What follows belongs to an exercise in optimizing a design on an open flow for small area; a production flow would make more cautious choices.
In this exercise RTL edits were held to simulation tests only and were not proved equivalent to the original.
Power and IR drop assume default switching activity.

## data_mem_sweep
module data_mem_sweep #(
  parameter int DW    = 8,
  parameter int AW    = 8,
  parameter int DEPTH = 1 << AW,
  parameter int CW    = 16
) (
  input  logic          Clk,
  input  logic          Reset,
  input  logic          WriteEn,
  input  logic          ClearReq,
  input  logic [AW-1:0] DataAddress,
  input  logic [DW-1:0] DataIn,
  output logic [DW-1:0] DataOut,
  output logic          Busy,
  output logic          WrErr,
  output logic [CW-1:0] WrCount
);
For scale: ~6600 cells after synthesis, about 2100 flip-flops, roughly 77000 um^2 of cells after synthesis.
==> flow/config.mk <==
export PLATFORM = sky130hd
export DESIGN_NAME = data_mem_sweep
export DESIGN_NICKNAME = data_mem_sweep
export VERILOG_FILES = /design/flow/design.v
export SDC_FILE = /design/flow/constraint.sdc
export NUM_CORES = 4
export LEC_CHECK = 0
export CAP_MARGIN = 10
export CELL_PAD_IN_SITES_DETAIL_PLACEMENT = 1
export CELL_PAD_IN_SITES_GLOBAL_PLACEMENT = 1
export CORE_MARGIN = 2
export CORE_UTILIZATION = 45
export PLACE_DENSITY = 0.9
export SLEW_MARGIN = 10
export SYNTH_HIERARCHICAL = 1
==> flow/constraint.sdc <==
create_clock -name core_clock -period 10.0 [get_ports {Clk}]
set_input_delay 2.0000 -clock core_clock [delete_from_list [all_inputs] [get_ports {Clk}]]
set_output_delay 2.0000 -clock core_clock [all_outputs]
set_load 0.01 [all_outputs]
standard.sh (not shown) runs the stock make flow with config.mk's settings and CLKGATE_MAP_FILE= SYNTH_SCRIPT=/design/flow/synth_recipe.tcl, a recipe that flattens the netlist after the stock synthesis.
==> flow/flow/run.sh <==
#!/bin/bash
set -euo pipefail
export BUFFER_PORTS_ARGS="-buffer_cell sky130_fd_sc_hd__buf_1"
export CTS_ARGS="-sink_clustering_enable -repair_clock_nets -sink_clustering_size 16 -sink_clustering_max_diameter 80 -buf_list sky130_fd_sc_hd__clkbuf_8 -dont_use_dummy_load"
bash standard.sh finish > flow_make.log 2>&1
==> next run, changes <==
==> flow/run.sh (new file) <==
#!/bin/bash
# synth_recipe.tcl (not shown) runs the flow's synth.tcl, then flattens the netlist and writes it again
# the make line also repeats each setting of config.mk as NAME=value (left out here)
make -C /OpenROAD-flow-scripts/flow DESIGN_CONFIG=/design/flow/config.mk WORK_HOME=/design/flow/orfs CLKGATE_MAP_FILE= SYNTH_SCRIPT=/design/flow/synth_recipe.tcl finish
==> flow/config.mk (replaced) <==
export PLATFORM = sky130hd
export DESIGN_NAME = data_mem_sweep
export DESIGN_NICKNAME = data_mem_sweep
export VERILOG_FILES = /design/flow/design.v
export SDC_FILE = /design/flow/constraint.sdc
export NUM_CORES = 4
export LEC_CHECK = 0
export CAP_MARGIN = 20
export CORE_MARGIN = 2
export CORE_UTILIZATION = 58
export CTS_BUF_LIST = sky130_fd_sc_hd__clkbuf_8
export CTS_CLUSTER_DIAMETER = 80
export CTS_CLUSTER_SIZE = 16
export SETUP_SLACK_MARGIN = 0.4
export SLEW_MARGIN = 20
export SYNTH_HIERARCHICAL = 1
removed: flow/flow/run.sh
removed: flow/standard.sh
Effect: Clock skew went down by 0.086 ns; clock-buffer cell count rises by 7; core utilization goes up by 14 points; wire length went down by 7.2%; global-route usage rises by 5.7 points; synthesized cell count is unchanged; worst setup slack improves by 0.18 ns.
==> next run, changes <==
==> flow/flow/run.sh (new file) <==
#!/bin/bash
set -euo pipefail
export BUFFER_PORTS_ARGS="-buffer_cell sky130_fd_sc_hd__buf_1"
export CTS_ARGS="-sink_clustering_enable -repair_clock_nets -sink_clustering_size 16 -sink_clustering_max_diameter 80 -buf_list sky130_fd_sc_hd__clkbuf_8 -dont_use_dummy_load"
bash standard.sh finish > flow_make.log 2>&1
==> flow/standard.sh (new file) <==
#!/bin/bash
# synth_recipe.tcl (not shown) runs the flow's synth.tcl, then flattens the netlist and writes it again
# the make line also repeats each setting of config.mk as NAME=value (left out here)
make -C /OpenROAD-flow-scripts/flow DESIGN_CONFIG=/design/flow/config.mk WORK_HOME=/design/flow/orfs CLKGATE_MAP_FILE= SYNTH_SCRIPT=/design/flow/synth_recipe.tcl "${@:-finish}"
==> flow/config.mk (replaced) <==
export PLATFORM = sky130hd
export DESIGN_NAME = data_mem_sweep
export DESIGN_NICKNAME = data_mem_sweep
export VERILOG_FILES = /design/flow/design.v
export SDC_FILE = /design/flow/constraint.sdc
export NUM_CORES = 4
export LEC_CHECK = 0
export CAP_MARGIN = 10
export CELL_PAD_IN_SITES_DETAIL_PLACEMENT = 1
export CELL_PAD_IN_SITES_GLOBAL_PLACEMENT = 1
export CORE_MARGIN = 2
export CORE_UTILIZATION = 45
export PLACE_DENSITY = 0.8
export SLEW_MARGIN = 10
export SYNTH_HIERARCHICAL = 1
removed: flow/run.sh
Effect: Worst setup slack gains 0.31 ns; first-iteration DRC count decreases by 12%; register-to-register slack improved by 0.14 ns.
==> next run, changes <==
==> flow/run.sh (new file) <==
#!/bin/bash
# synth_recipe.tcl (not shown) runs the flow's synth.tcl, then flattens the netlist and writes it again
# the make line also repeats each setting of config.mk as NAME=value (left out here)
make -C /OpenROAD-flow-scripts/flow DESIGN_CONFIG=/design/flow/config.mk WORK_HOME=/design/flow/orfs CLKGATE_MAP_FILE= SYNTH_SCRIPT=/design/flow/synth_recipe.tcl finish
==> flow/config.mk (replaced) <==
export PLATFORM = sky130hd
export DESIGN_NAME = data_mem_sweep
export DESIGN_NICKNAME = data_mem_sweep
export VERILOG_FILES = /design/flow/design.v
export SDC_FILE = /design/flow/constraint.sdc
export NUM_CORES = 4
export LEC_CHECK = 0
export CAP_MARGIN = 20
export CORE_MARGIN = 2
export CORE_UTILIZATION = 58
export CTS_BUF_LIST = sky130_fd_sc_hd__clkbuf_8
export CTS_CLUSTER_DIAMETER = 80
export CTS_CLUSTER_SIZE = 16
export SLEW_MARGIN = 20
export SYNTH_HIERARCHICAL = 1
removed: flow/flow/run.sh
removed: flow/standard.sh
Result:
- Now the flow finished with negative setup slack left
- hold slack is better by 0.0052 ns
- first-iteration DRC count rose by 13%
- non-clock buffer count rose by 39
- wire length fell by 6.3%

========
wip/xenon:
Starting RTL as in the previous note.
clock: 10.0 ns
lec_check: 0
cap_margin: 10
cell_pad_in_sites_detail_placement: 1
cell_pad_in_sites_global_placement: 1
core_margin: 2
core_utilization: 45
place_density: 0.85
slew_margin: 10
synth_hierarchical: 1
==> flow/flow/run.sh <==
#!/bin/bash
set -euo pipefail
export BUFFER_PORTS_ARGS="-buffer_cell sky130_fd_sc_hd__buf_1"
export CTS_ARGS="-sink_clustering_enable -repair_clock_nets -sink_clustering_size 16 -sink_clustering_max_diameter 80 -buf_list sky130_fd_sc_hd__clkbuf_8 -dont_use_dummy_load"
bash standard.sh finish > flow_make.log 2>&1
## Diff of input files: wip/ember against wip/xenon
# wip/xenon
export LEC_CHECK = 0
export CAP_MARGIN = 10
export CELL_PAD_IN_SITES_DETAIL_PLACEMENT = 1
export CELL_PAD_IN_SITES_GLOBAL_PLACEMENT = 1
export CORE_MARGIN = 2
export CORE_UTILIZATION = 45
export PLACE_DENSITY = 0.85
export SLEW_MARGIN = 10
export SYNTH_HIERARCHICAL = 1
create_clock -name core_clock -period 10.0 [get_ports {Clk}]
# wip/ember
export LEC_CHECK = 0
export CAP_MARGIN = 20
export CELL_PAD_IN_SITES_DETAIL_PLACEMENT = 1
export CELL_PAD_IN_SITES_GLOBAL_PLACEMENT = 1
export CORE_MARGIN = 2
export CORE_UTILIZATION = 45
export CTS_BUF_LIST = sky130_fd_sc_hd__clkbuf_8
export CTS_CLUSTER_DIAMETER = 80
export CTS_CLUSTER_SIZE = 16
export SLEW_MARGIN = 20
export SYNTH_HIERARCHICAL = 1
create_clock -name core_clock -period 10.0 [get_ports {Clk}]
==> flow/run.sh (new file) <==
#!/bin/bash
# synth_recipe.tcl (not shown) runs the flow's synth.tcl, then flattens the netlist and writes it again
# the make line also repeats each setting of config.mk as NAME=value (left out here)
make -C /OpenROAD-flow-scripts/flow DESIGN_CONFIG=/design/flow/config.mk WORK_HOME=/design/flow/orfs CLKGATE_MAP_FILE= SYNTH_SCRIPT=/design/flow/synth_recipe.tcl finish
removed: flow/flow/run.sh
removed: flow/standard.sh
Findings:
- Status wip/ember: flow complete, layout not clean - setup timing
- wip/xenon reached the end of the flow, and the finished layout is clean on the timing, DRC and antenna checks.
- Non-clock buffer count delta for wip/ember relative to wip/xenon: 56% higher
- wip/ember vs wip/xenon on global-route wire length before repair: wip/ember is the higher one.
- On sum of internal, switching and leakage power, wip/ember does worse than wip/xenon.
- Re total non-filler cell area in the finished layout: wip/ember and wip/xenon aren't equal, and the higher value belongs to wip/ember.
- Status: combinational group share of total power parity (wip/xenon, wip/ember)
- Of wip/ember and wip/xenon, the run reporting the lower proportion of final cell area spent on non-clock buffers was wip/xenon.
- Per the comparison of wip/ember with wip/xenon, total wire length after detailed routing climbed 5.6%; switching power as a share of total power +0.43 points.
- The largest net degree at the start of global routing in wip/ember is 0.910 times that in wip/xenon.
The inputs of wip/umber differ from those of wip/ember as listed below.
# wip/ember
export LEC_CHECK = 0
export CAP_MARGIN = 20
export CELL_PAD_IN_SITES_DETAIL_PLACEMENT = 1
export CELL_PAD_IN_SITES_GLOBAL_PLACEMENT = 1
export CORE_MARGIN = 2
export CORE_UTILIZATION = 45
export CTS_BUF_LIST = sky130_fd_sc_hd__clkbuf_8
export CTS_CLUSTER_DIAMETER = 80
export CTS_CLUSTER_SIZE = 16
export SLEW_MARGIN = 20
export SYNTH_HIERARCHICAL = 1
create_clock -name core_clock -period 10.0 [get_ports {Clk}]
# wip/umber
export LEC_CHECK = 0
export CAP_MARGIN = 10
export CELL_PAD_IN_SITES_DETAIL_PLACEMENT = 1
export CELL_PAD_IN_SITES_GLOBAL_PLACEMENT = 1
export CORE_MARGIN = 2
export CORE_UTILIZATION = 45
export SLEW_MARGIN = 10
export SYNTH_HIERARCHICAL = 1
create_clock -name core_clock -period 10.0 [get_ports {Clk}]
==> flow/flow/run.sh (new file) <==
#!/bin/bash
set -euo pipefail
export BUFFER_PORTS_ARGS="-buffer_cell sky130_fd_sc_hd__buf_1"
export CTS_ARGS="-sink_clustering_enable -repair_clock_nets -sink_clustering_size 16 -sink_clustering_max_diameter 80 -buf_list sky130_fd_sc_hd__clkbuf_8 -dont_use_dummy_load"
bash standard.sh finish > flow_make.log 2>&1
==> flow/standard.sh (new file) <==
#!/bin/bash
# synth_recipe.tcl (not shown) runs the flow's synth.tcl, then flattens the netlist and writes it again
# the make line also repeats each setting of config.mk as NAME=value (left out here)
make -C /OpenROAD-flow-scripts/flow DESIGN_CONFIG=/design/flow/config.mk WORK_HOME=/design/flow/orfs CLKGATE_MAP_FILE= SYNTH_SCRIPT=/design/flow/synth_recipe.tcl "${@:-finish}"
removed: flow/run.sh
==> notes.md <==
wip/umber was carried through to the last stage, and its layout satisfied the timing, DRC and antenna checks. Data arrival time of the critical path for wip/umber is lower than for wip/ember. Changes observed in wip/umber relative to wip/ember: final layout net count dropped 57, fill cell total of the finished layout barely changed.
Setup changes, wip/umber to wip/juniper
# wip/umber
export LEC_CHECK = 0
export CAP_MARGIN = 10
export CELL_PAD_IN_SITES_DETAIL_PLACEMENT = 1
export CELL_PAD_IN_SITES_GLOBAL_PLACEMENT = 1
export CORE_MARGIN = 2
export CORE_UTILIZATION = 45
export SLEW_MARGIN = 10
export SYNTH_HIERARCHICAL = 1
create_clock -name core_clock -period 10.0 [get_ports {Clk}]
# wip/juniper
export LEC_CHECK = 0
export CAP_MARGIN = 20
export CELL_PAD_IN_SITES_DETAIL_PLACEMENT = 1
export CELL_PAD_IN_SITES_GLOBAL_PLACEMENT = 1
export CORE_MARGIN = 2
export CORE_UTILIZATION = 45
export PLACE_DENSITY = 0.8
export SLEW_MARGIN = 20
export SYNTH_HIERARCHICAL = 1
create_clock -name core_clock -period 10.0 [get_ports {Clk}]
==> notes.md <==
wip/juniper vs. wip/umber: worst path setup slack after routing went down by 0.41 ns. Going from wip/umber to wip/juniper, the via count of the first global-routing pass was found to have gone up by 3.7%. [diff] time the final worst path needs with I/O delays and setup, wip/juniper relative to wip/umber: regression. Looking at wire length after detailed routing across both flows, wip/juniper is the stronger of the two, with wip/umber trailing. wip/juniper: first-pass GRT wire length is about 4% lower than what wip/umber reported. Re via count: wip/umber was lower than wip/juniper. wip/umber -> wip/juniper: via-per-instance ratio increased by a few percent. Measured against each other, wip/umber and wip/juniper differ in cell depth of the worst setup path, the higher figure coming from wip/umber.

re-timing with driven ports:
No port has a modelled driver above. Below, the same layouts with a new extraction and two added sets of constraints.
Step 1 assumes that a clkbuf_16 drives the clock port and a buf_2 every other input.
Step 2 adds t to the input delays and takes it off the output delays; t is the mean of the earliest and latest rising clock arrival at the registers after step 1. Input paths then give back, and output paths get back, about the clock's delay inside the block.
a / b / c = ideal / step 1 / step 2; a / b = the first two.
run	shift t [ns]	setup slack, ns	cell pins on the clock port's net
the first run of note 1	0.989	0.201 / 0.178 / 0.178	1
the second run of note 1	0.987	0.384 / 0.278 / 0.278	1
the third run of note 1	0.978	0.690 / 0.665 / 0.665	1
the fourth run of note 1	0.988	-0.172 / -0.200 / -0.200	1
wip/xenon	0.999	0.419 / 0.391 / 0.391	1
wip/ember	1.038	-0.042 / -0.067 / -0.067	1
wip/umber	1.044	0.953 / 0.928 / 0.928	1
wip/juniper	0.993	0.541 / 0.519 / 0.519	1
The setup slack of the second run of note 1, which loses most, moves by -0.106 ns with the drivers and by -0.106 ns with both steps.
